This is an optimization exercise on Yosys and OpenROAD, whose aim is small area, not a production implementation.
In this exercise RTL edits were held to simulation tests only and were not proved equivalent to the original.
Power and IR drop assume default switching activity.

## run 1
==> module operand_fetch_reg_file, before the edit <==
module operand_fetch_reg_file
(
  input  logic          clk,
  input  logic          rst_n,
  input  logic          rd_a_en,
  input  logic [operand_fetch_pkg::AW-1:0] rd_a_addr,
  input  logic [operand_fetch_pkg::DW-1:0] rd_a_hold,
  output logic [operand_fetch_pkg::DW-1:0] rd_a_data,
  input  logic          rd_b_en,
  input  logic [operand_fetch_pkg::AW-1:0] rd_b_addr,
  input  logic          rd_b_alt_sel,
  input  logic [operand_fetch_pkg::DW-1:0] rd_b_alt,
  input  logic [operand_fetch_pkg::DW-1:0] rd_b_hold,
  output logic [operand_fetch_pkg::DW-1:0] rd_b_data,
  input  logic          rd_hold_sel,
  input  logic          wb_en,
  input  logic [operand_fetch_pkg::AW-1:0] wb_addr,
  input  logic [operand_fetch_pkg::DW-1:0] wb_data
);
  localparam int DW = operand_fetch_pkg::DW;
  localparam int NREG = operand_fetch_pkg::NREG;
  logic [DW-1:0] regs_q [1:NREG-1];
  logic [DW-1:0] regs_d [1:NREG-1];
  logic [NREG-1:1] wen, keep, sel_a, sel_b;
  for (genvar i = 1; i < NREG; i++) begin : g_reg
    assign wen[i]   = rst_n && wb_en && (wb_addr == i);
    assign keep[i]  = rst_n && !(wb_en && (wb_addr == i));
    assign sel_a[i] = rd_a_en && (rd_a_addr == i);
    assign sel_b[i] = rd_b_en && (rd_b_addr == i);
    for (genvar j = 0; j < DW; j++) begin : g_bit
      operand_fetch_ao22 u_nxt (
        .a0(wen[i]),  .b0(wb_data[j]),
        .a1(keep[i]), .b1(regs_q[i][j]),
        .y(regs_d[i][j])
      );
    end
    always_ff @(posedge clk) begin
      regs_q[i] <= regs_d[i];
    end
  end
  for (genvar j = 0; j < DW; j++) begin : g_rd
    logic [10:0] ga, gb;
    for (genvar k = 0; k < 10; k++) begin : g_grp
      operand_fetch_aoi222 u_a (
        .a0(regs_q[3*k+1][j]), .b0(sel_a[3*k+1]),
        .a1(regs_q[3*k+2][j]), .b1(sel_a[3*k+2]),
        .a2(regs_q[3*k+3][j]), .b2(sel_a[3*k+3]),
        .y(ga[k])
      );
      operand_fetch_aoi222 u_b (
        .a0(regs_q[3*k+1][j]), .b0(sel_b[3*k+1]),
        .a1(regs_q[3*k+2][j]), .b1(sel_b[3*k+2]),
        .a2(regs_q[3*k+3][j]), .b2(sel_b[3*k+3]),
        .y(gb[k])
      );
    end
    operand_fetch_aoi22 u_a31 (
      .a0(regs_q[31][j]), .b0(sel_a[31]),
      .a1(rd_a_hold[j]),  .b1(rd_hold_sel),
      .y(ga[10])
    );
    operand_fetch_aoi222 u_b31 (
      .a0(regs_q[31][j]), .b0(sel_b[31]),
      .a1(rd_b_alt[j]),   .b1(rd_b_alt_sel),
      .a2(rd_b_hold[j]),  .b2(rd_hold_sel),
      .y(gb[10])
    );
    operand_fetch_nand11 u_ra (.g(ga), .y(rd_a_data[j]));
    operand_fetch_nand11 u_rb (.g(gb), .y(rd_b_data[j]));
  end
endmodule
clock: 5.0 ns
lec_check: 0
cap_margin: 20
core_margin: 2
core_utilization: 40
slew_margin: 20
synth_hierarchical: 1
standard.sh (not shown) runs the stock make flow with config.mk's settings and CLKGATE_MAP_FILE= SYNTH_SCRIPT=/design/flow/synth_recipe.tcl, a recipe that flattens the netlist after the stock synthesis.
==> flow/flow/run.sh <==
#!/bin/bash
set -o pipefail
export BUFFER_PORTS_ARGS="-buffer_cell sky130_fd_sc_hd__buf_1"
export CTS_ARGS="-sink_clustering_enable -repair_clock_nets -dont_use_dummy_load -buf_list sky130_fd_sc_hd__clkbuf_8 -sink_clustering_size 16 -sink_clustering_max_diameter 50"
bash standard.sh > standard.log 2>&1
The following lists how run 2 was set up differently from run 1:
-- flow/design.v --
<<< run 1, line 69
  logic [DW-1:0] regs_q [1:NREG-1];
  logic [DW-1:0] regs_d [1:NREG-1];
  logic [NREG-1:1] wen, keep, sel_a, sel_b;
  for (genvar i = 1; i < NREG; i++) begin : g_reg
    assign wen[i]   = rst_n && wb_en && (wb_addr == i);
    assign keep[i]  = rst_n && !(wb_en && (wb_addr == i));
    assign sel_a[i] = rd_a_en && (rd_a_addr == i);
    assign sel_b[i] = rd_b_en && (rd_b_addr == i);
    for (genvar j = 0; j < DW; j++) begin : g_bit
      operand_fetch_ao22 u_nxt (
        .a0(wen[i]),  .b0(wb_data[j]),
        .a1(keep[i]), .b1(regs_q[i][j]),
        .y(regs_d[i][j])
      );
>>> run 2, line 69
  logic [DW-1:0] regs_q [1:NREG-1];
  logic [DW-1:0] regs_d [1:NREG-1];
  logic [DW-1:0] wdata;
  logic [NREG-1:1] wen, wen_n, sel_a, sel_b;
  assign wdata = wb_data & {DW{rst_n}};
  for (genvar i = 1; i < NREG; i++) begin : g_reg
    assign wen[i]   = !rst_n || (wb_en && (wb_addr == i));
    assign wen_n[i] = !wen[i];
    assign sel_a[i] = rd_a_en && (rd_a_addr == i);
    assign sel_b[i] = rd_b_en && (rd_b_addr == i);
    for (genvar j = 0; j < DW; j++) begin : g_bit
      operand_fetch_ao22 u_nxt (
        .a0(wen[i]),   .b0(wdata[j]),
        .a1(wen_n[i]), .b1(regs_q[i][j]),
        .y(regs_d[i][j])
      );
--- outcome ---
- Pre-CTS setup slack for run 2: 0.0087 ns up relative to run 1
- Post-synthesis instance area (run 2 over run 1): increase, about 0.36%
- Relative to run 1, the first-pass GRT wire length of run 2 is lower by 8.1%.
- Run 2 ends up with a hold slack that is 0.026 ns higher than in run 1.
- Diff run 1 -> run 2: number of instances in the placed design picked up an extra about 0.5%; sequential share of layout area moved down; power saw an increase.
- The higher clock period minus final worst setup slack of run 2 and run 1 is in run 2.
- In run 2 the length of routed wiring on met1 turned out about 1.4% lower than in run 1.
- Run 1 has a higher share of total power in the clock network than run 2.
- Delta (run 2 minus run 1): non-clock buffer count went down 0.63%; utilization grew by 0.28 points; combined area of the multi-input logic cells rose 290 µm².

[what the ideal ports hide]
How much do the figures lean on ideal ports? The routed layouts below were timed once more, with nothing changed but the port constraints.
Step 1 sets driving cells, clkbuf_16 on the clock port and buf_2 on the other inputs (assumed; they add their load-dependent delay and slew).
Step 2, shift: input delay + t, output delay - t, t = (earliest + latest rising clock arrival at the registers) / 2. This alone moves slack from input paths to output paths.
Three values: no drivers, after step 1, after step 2; two values: the first two.
run | t, ns | setup slack, ns | worst register clock-pin slew, ns | worst data-port slew with drivers (ns) | pins driven straight from the clock port
run 1 | 0.856 | 1.445 / 1.464 / 0.624 | 0.11 / 0.11 | 0.16 | 1
run 2 | 0.831 | 1.424 / 1.458 / 0.627 | 0.10 / 0.10 | 0.12 | 1
After both steps every run listed still meets setup and hold. For run 1, which loses most, drivers alone change the setup slack by +0.019 ns; drivers and shift together by -0.821 ns.
